From an optimization exercise on the open Yosys and OpenROAD flow, aimed at small area, a short achievable clock period and few clock cycles per item; shortcuts taken in it are not production practice.
RTL that was checked went through simulation tests only; none was proved equivalent to the original.

==> trial 38 <==
==> flow/design.v <==
package exec_pkg;
    localparam int DATA_WIDTH = 64;
    localparam int ADDR_WIDTH = 64;
    localparam int REG_ADDR_W = 5;
    typedef enum logic [3:0] {
        ALU_ADD  = 4'b0000,
        ALU_SUB  = 4'b0001,
        ALU_SLL  = 4'b0010,
        ALU_SLT  = 4'b0011,
        ALU_SLTU = 4'b0100,
        ALU_XOR  = 4'b0101,
        ALU_SRL  = 4'b0110,
        ALU_SRA  = 4'b0111,
        ALU_OR   = 4'b1000,
        ALU_AND  = 4'b1001
    } alu_op_e;
    typedef enum logic [2:0] {
        BR_EQ  = 3'd0,
        BR_NE  = 3'd1,
        BR_LT  = 3'd4,
        BR_GE  = 3'd5,
        BR_LTU = 3'd6,
        BR_GEU = 3'd7
    } branch_cond_e;
    typedef struct packed {
        logic [ADDR_WIDTH-1:0] pc;
        logic [DATA_WIDTH-1:0] rs1_data;
        logic [DATA_WIDTH-1:0] rs2_data;
        logic [DATA_WIDTH-1:0] imm_ext;
        logic [REG_ADDR_W-1:0] rd_addr;
        alu_op_e               alu_op;
        branch_cond_e          func3;
        logic                  alu_src;
        logic                  branch;
        logic                  jump;
        logic                  pc_target_src;
        logic                  reg_we;
        logic                  mem_we;
    } uop_t;
    typedef struct packed {
        logic [DATA_WIDTH-1:0] alu_result;
        logic [DATA_WIDTH-1:0] write_data;
        logic [ADDR_WIDTH-1:0] pc_plus4;
        logic [ADDR_WIDTH-1:0] pc_target;
        logic [REG_ADDR_W-1:0] rd_addr;
        logic                  pc_src;
        logic                  reg_we;
        logic                  mem_we;
    } exec_result_t;
    localparam int RES_W = 2*DATA_WIDTH + 2*ADDR_WIDTH + REG_ADDR_W + 3;
endpackage
module alu (
    input  logic [3:0]                       i_alu_op,
    input  logic [exec_pkg::DATA_WIDTH-1:0]  i_src_1,
    input  logic [exec_pkg::DATA_WIDTH-1:0]  i_src_2,
    output logic [exec_pkg::DATA_WIDTH-1:0]  o_alu_result,
    output logic                             o_lt_flag,
    output logic                             o_ltu_flag
);
    localparam int DW      = exec_pkg::DATA_WIDTH;
    localparam int SHAMT_W = $clog2(DW);
    logic [SHAMT_W-1:0] s_shamt;
    logic [DW-1:0]      s_addsub;
    logic               s_sub;
    logic               s_sll;
    logic               s_fill;
    logic [DW-1:0]      s_sh_in;
    logic [DW-1:0]      s_sh_out;
    logic [DW-1:0]      s_sh_res;
    assign s_shamt = i_src_2[SHAMT_W-1:0];
    assign s_sub   = (i_alu_op == exec_pkg::ALU_SUB);
    prefix_add #(.W(DW), .KIND(0)) add_i (
        .i_a   (i_src_1),
        .i_b   (i_src_2 ^ {DW{s_sub}}),
        .i_cin (s_sub),
        .o_sum (s_addsub)
    );
    assign o_ltu_flag = i_src_1 < i_src_2;
    assign o_lt_flag  = o_ltu_flag ^ i_src_1[DW-1] ^ i_src_2[DW-1];
    assign s_sll  = (i_alu_op == exec_pkg::ALU_SLL);
    assign s_fill = (i_alu_op == exec_pkg::ALU_SRA) & i_src_1[DW-1];
    always_comb begin
        for (int i = 0; i < DW; i++) begin
            s_sh_in[i] = s_sll ? i_src_1[DW-1-i] : i_src_1[i];
        end
    end
    assign s_sh_out = DW'($signed({s_fill, s_sh_in}) >>> s_shamt);
    always_comb begin
        for (int i = 0; i < DW; i++) begin
            s_sh_res[i] = s_sll ? s_sh_out[DW-1-i] : s_sh_out[i];
        end
    end
    always_comb begin
        case (i_alu_op)
            exec_pkg::ALU_ADD,
            exec_pkg::ALU_SUB:  o_alu_result = s_addsub;
            exec_pkg::ALU_SLL,
            exec_pkg::ALU_SRL,
            exec_pkg::ALU_SRA:  o_alu_result = s_sh_res;
            exec_pkg::ALU_SLT:  o_alu_result = {{(DW-1){1'b0}}, o_lt_flag};
            exec_pkg::ALU_SLTU: o_alu_result = {{(DW-1){1'b0}}, o_ltu_flag};
            exec_pkg::ALU_XOR:  o_alu_result = i_src_1 ^ i_src_2;
            exec_pkg::ALU_OR:   o_alu_result = i_src_1 | i_src_2;
            exec_pkg::ALU_AND:  o_alu_result = i_src_1 & i_src_2;
            default:            o_alu_result = '0;
        endcase
    end
endmodule
module prefix_add #(
    parameter int W    = 64,
    parameter int KIND = 0
) (
    input  logic [W-1:0] i_a,
    input  logic [W-1:0] i_b,
    input  logic         i_cin,
    output logic [W-1:0] o_sum
);
    localparam int LV = $clog2(W);
    logic [W-1:0] s_g;
    logic [W-1:0] s_p;
    logic [W-1:0] s_p0;
    always_comb begin
        s_p0 = i_a ^ i_b;
        s_p  = s_p0;
        s_g  = i_a & i_b;
        s_g[0] = s_g[0] | (s_p[0] & i_cin);
        if (KIND == 0) begin
            for (int l = 0; l < LV; l++) begin
                for (int i = 0; i < W; i++) begin
                    if ((i >> l) & 1) begin
                        s_g[i] = s_g[i] | (s_p[i] & s_g[((i >> l) << l) - 1]);
                        s_p[i] = s_p[i] & s_p[((i >> l) << l) - 1];
                    end
                end
            end
        end else begin
            for (int l = 0; l < LV; l++) begin
                for (int i = (2 << l) - 1; i < W; i += (2 << l)) begin
                    s_g[i] = s_g[i] | (s_p[i] & s_g[i - (1 << l)]);
                    s_p[i] = s_p[i] & s_p[i - (1 << l)];
                end
            end
            for (int l = LV - 2; l >= 0; l--) begin
                for (int i = 3 * (1 << l) - 1; i < W; i += (2 << l)) begin
                    s_g[i] = s_g[i] | (s_p[i] & s_g[i - (1 << l)]);
                    s_p[i] = s_p[i] & s_p[i - (1 << l)];
                end
            end
        end
        o_sum = s_p0 ^ {s_g[W-2:0], i_cin};
    end
endmodule
module exec_cluster (
    input  logic        i_clk,
    input  logic        i_rst,
    input  logic        i_uop_valid,
    input  logic [63:0] i_pc,
    input  logic [63:0] i_rs1_data,
    input  logic [63:0] i_rs2_data,
    input  logic [63:0] i_imm_ext,
    input  logic [4:0]  i_rd_addr,
    input  logic [3:0]  i_alu_op,
    input  logic [2:0]  i_func3,
    input  logic        i_alu_src,
    input  logic        i_branch,
    input  logic        i_jump,
    input  logic        i_pc_target_src,
    input  logic        i_reg_we,
    input  logic        i_mem_we,
    output logic        o_uop_ready,
    output logic        o_res_valid,
    output logic [63:0] o_alu_result,
    output logic [63:0] o_write_data,
    output logic [63:0] o_pc_plus4,
    output logic [63:0] o_pc_target,
    output logic [4:0]  o_rd_addr,
    output logic        o_pc_src,
    output logic        o_reg_we,
    output logic        o_mem_we,
    input  logic        i_res_ready
);
    logic [63:0] s_src_b;
    logic [63:0] s_alu_result;
    logic        s_lt;
    logic        s_ltu;
    logic        s_cmp_cond;
    logic        s_load;
    logic [63:0] s_pc_imm;
    prefix_add #(.W(64), .KIND(1)) pc_imm_i (
        .i_a   (i_pc),
        .i_b   (i_imm_ext),
        .i_cin (1'b0),
        .o_sum (s_pc_imm)
    );
    logic        r_valid;
    logic [63:0] r_alu_result;
    logic [63:0] r_write_data;
    logic [63:0] r_pc_plus4;
    logic [63:0] r_pc_imm;
    logic        r_tgt_alu;
    logic [4:0]  r_rd_addr;
    logic        r_reg_we;
    logic        r_mem_we;
    logic        r_pc_src_cmp;
    logic        r_br_eq;
    logic        r_br_ne;
    assign s_src_b = i_alu_src ? i_imm_ext : i_rs2_data;
    alu alu_i (
        .i_alu_op     (i_alu_op),
        .i_src_1      (i_rs1_data),
        .i_src_2      (s_src_b),
        .o_alu_result (s_alu_result),
        .o_lt_flag    (s_lt),
        .o_ltu_flag   (s_ltu)
    );
    always_comb begin
        case (i_func3)
            exec_pkg::BR_LT:  s_cmp_cond = s_lt;
            exec_pkg::BR_GE:  s_cmp_cond = ~s_lt;
            exec_pkg::BR_LTU: s_cmp_cond = s_ltu;
            exec_pkg::BR_GEU: s_cmp_cond = ~s_ltu;
            default:          s_cmp_cond = 1'b0;
        endcase
    end
    assign o_uop_ready = ~r_valid | i_res_ready;
    assign s_load      = o_uop_ready;
    always_ff @(posedge i_clk) begin
        if (i_rst) begin
            r_valid <= 1'b0;
        end else if (s_load) begin
            r_valid <= i_uop_valid;
        end
    end
    always_ff @(posedge i_clk) begin
        if (s_load) begin
            r_alu_result <= s_alu_result;
            r_write_data <= i_rs2_data;
            r_pc_plus4   <= i_pc + 64'd4;
            r_pc_imm     <= s_pc_imm;
            r_tgt_alu    <= i_pc_target_src;
            r_rd_addr    <= i_rd_addr;
            r_reg_we     <= i_reg_we;
            r_mem_we     <= i_mem_we;
            r_pc_src_cmp <= i_jump | (i_branch & s_cmp_cond);
            r_br_eq      <= i_branch & (i_func3 == exec_pkg::BR_EQ);
            r_br_ne      <= i_branch & (i_func3 == exec_pkg::BR_NE);
        end
    end
    logic s_zero;
    assign s_zero = (r_alu_result == 64'd0);
    assign o_res_valid  = r_valid;
    assign o_alu_result = r_alu_result;
    assign o_write_data = r_write_data;
    assign o_pc_plus4   = r_pc_plus4;
    assign o_pc_target  = r_tgt_alu ? {r_alu_result[63:1], 1'b0} : r_pc_imm;
    assign o_rd_addr    = r_rd_addr;
    assign o_reg_we     = r_reg_we;
    assign o_mem_we     = r_mem_we;
    assign o_pc_src     = r_pc_src_cmp | (r_br_eq & s_zero) | (r_br_ne & ~s_zero);
endmodule
==> flow/flow/run.sh <==
#!/bin/bash
# standard layout, with the port buffers made from the smallest buffer cell.
cp standard.sh standard_sh_copy.txt
cp config.mk config_mk_copy.txt
export BUFFER_PORTS_ARGS="-buffer_cell sky130_fd_sc_hd__buf_1"
bash standard.sh > standard.log 2>&1
==> flow/standard.sh <==
#!/bin/bash
# synth_recipe.tcl (not shown) runs the flow's synth.tcl, then flattens the netlist and writes it again
# the make line also repeats each setting of config.mk as NAME=value (left out here)
make -C /OpenROAD-flow-scripts/flow DESIGN_CONFIG=/design/flow/config.mk WORK_HOME=/design/flow/orfs CLKGATE_MAP_FILE= SYNTH_SCRIPT=/design/flow/synth_recipe.tcl "${@:-finish}"
==> flow/config.mk <==
export PLATFORM = sky130hd
export DESIGN_NAME = exec_cluster
export DESIGN_NICKNAME = exec_cluster
export VERILOG_FILES = /design/flow/design.v
export SDC_FILE = /design/flow/constraint.sdc
export NUM_CORES = 4
export LEC_CHECK = 0
export CAP_MARGIN = 20
export CORE_MARGIN = 2
export CORE_UTILIZATION = 40
export SETUP_SLACK_MARGIN = 3.0
export SLEW_MARGIN = 20
==> flow/constraint.sdc <==
create_clock -name core_clock -period 7.0 [get_ports {i_clk}]
set_input_delay 1.4000 -clock core_clock [delete_from_list [all_inputs] [get_ports {i_clk}]]
set_output_delay 1.4000 -clock core_clock [all_outputs]
set_load 0.01 [all_outputs]
==> trial 26 (differences from trial 38) <==
--- a/flow/design.v
+++ b/flow/design.v
@@ -53,6 +53,7 @@
     input  logic [3:0]                       i_alu_op,
     input  logic [exec_pkg::DATA_WIDTH-1:0]  i_src_1,
     input  logic [exec_pkg::DATA_WIDTH-1:0]  i_src_2,
+    input  logic [exec_pkg::DATA_WIDTH-1:0]  i_src_2_inv,
     output logic [exec_pkg::DATA_WIDTH-1:0]  o_alu_result,
     output logic                             o_lt_flag,
     output logic                             o_ltu_flag
@@ -68,17 +69,17 @@
     logic [DW-1:0]      s_sh_out;
     logic [DW-1:0]      s_sh_res;
     assign s_shamt = i_src_2[SHAMT_W-1:0];
-    assign s_sub   = (i_alu_op == exec_pkg::ALU_SUB);
+    assign s_sub   = i_alu_op[0];
     prefix_add #(.W(DW), .KIND(0)) add_i (
         .i_a   (i_src_1),
-        .i_b   (i_src_2 ^ {DW{s_sub}}),
+        .i_b   (i_src_2_inv),
         .i_cin (s_sub),
         .o_sum (s_addsub)
     );
     assign o_ltu_flag = i_src_1 < i_src_2;
     assign o_lt_flag  = o_ltu_flag ^ i_src_1[DW-1] ^ i_src_2[DW-1];
-    assign s_sll  = (i_alu_op == exec_pkg::ALU_SLL);
-    assign s_fill = (i_alu_op == exec_pkg::ALU_SRA) & i_src_1[DW-1];
+    assign s_sll  = ~i_alu_op[2];
+    assign s_fill = i_alu_op[0] & i_src_1[DW-1];
     always_comb begin
         for (int i = 0; i < DW; i++) begin
             s_sh_in[i] = s_sll ? i_src_1[DW-1-i] : i_src_1[i];
@@ -205,10 +206,14 @@
     logic        r_br_eq;
     logic        r_br_ne;
     assign s_src_b = i_alu_src ? i_imm_ext : i_rs2_data;
+    logic [63:0] s_src_b_inv;
+    assign s_src_b_inv = i_alu_src ? (i_imm_ext ^ {64{i_alu_op[0]}})
+                                   : (i_rs2_data ^ {64{i_alu_op[0]}});
     alu alu_i (
         .i_alu_op     (i_alu_op),
         .i_src_1      (i_rs1_data),
         .i_src_2      (s_src_b),
+        .i_src_2_inv  (s_src_b_inv),
         .o_alu_result (s_alu_result),
         .o_lt_flag    (s_lt),
         .o_ltu_flag   (s_ltu)
==> flow/flow/run.sh (replaced) <==
#!/bin/bash
# The standard layout (standard.sh), with three changes to how it is made:
# the port buffers use the smallest buffer cell, timing repair may resize a
# cell to one of another footprint, and synthesis leaves adders to ABC
# instead of mapping them to half/full-adder cells first (no ADDER_MAP_FILE).
# Make's full output goes to standard.log here; ORFS keeps each step's log
# under orfs/logs/.
set -euo pipefail
export BUFFER_PORTS_ARGS="-buffer_cell sky130_fd_sc_hd__buf_1"
bash standard.sh MATCH_CELL_FOOTPRINT=0 ADDER_MAP_FILE= finish > standard.log 2>&1
--- a/flow/config.mk
+++ b/flow/config.mk
@@ -5,6 +5,7 @@
 export SDC_FILE = /design/flow/constraint.sdc
 export NUM_CORES = 4
 export LEC_CHECK = 0
+export ABC_AREA = 1
 export CAP_MARGIN = 20
 export CORE_MARGIN = 2
 export CORE_UTILIZATION = 40
==> impl_results.md <==
- Clock-cell share of area: between 3 and 4%
- Fillers: 7327
- Critical-path cell list: nor4_4 -> nand4_1 -> or4_4 -> a21oi_2 -> o21ai_1 -> clkbuf_2
- Final Wtd Congestion: 1.04
- Post-Synth Simple-Gate Area: 39.7%
- R2R depth: 2
- Critical Path Stages: 6
- Status: timing/DRC/antenna clean
- Buffers plus inverters on the worst setup path: 1
- M1 WL: about 54000 um
the above is filed under trial 26

==> impl_results.md <==
- Critical-path cell list: buf_6 -> nor3_4 -> and2_4 -> buf_12 -> buf_12 -> buf_4 -> xnor2_1 -> ha_1 -> nand2_2 -> nor2_4 -> a221o_1 -> a221o_1 -> buf_4 -> buf_6 -> nand2_4 -> a21o_4 -> buf_4 -> buf_6 -> o21ba_4 -> mux2i_1 -> a221o_1
- Post-Synth Simple-Gate Area: 9.98%
- Status: timing/DRC/antenna clean
- Clock-cell share of area: under 10%
- Final Wtd Congestion: 1.02
- R2R depth: 3
- Buffers plus inverters on the worst setup path: 8
- Fillers: 6273
the above is filed under trial 38

Testbench counts of trial 26, summed over its fixed seeds: cycles 13,767, items 12,000.
The RTL of trial 38 was laid out without a check of its function.

## port drivers added, routing unchanged
In the flow no input, the clock included, has a driving cell. The finished layouts below were timed again as built, in two steps. Step 1: set_driving_cell puts a clkbuf_16 on i_clk and a buf_2 on each other input, an assumption about the parent block. Step 2 also shifts input and output timing later by t, the mid clock arrival at the registers, as if the neighbouring blocks saw the same clock. Slacks: ideal / step 1 / step 2; pairs: ideal / step 1.
run	t (ns)	setup WS [ns]	worst data-port slew with drivers (ns)
trial 38	0.635	2.262 / 2.274 / 1.639	0.15
trial 26	0.617	2.910 / 2.846 / 2.339	0.14
After both steps every run listed still meets setup and hold. The setup slack of trial 38, which loses most, moves by +0.012 ns with the drivers and by -0.623 ns with both steps.
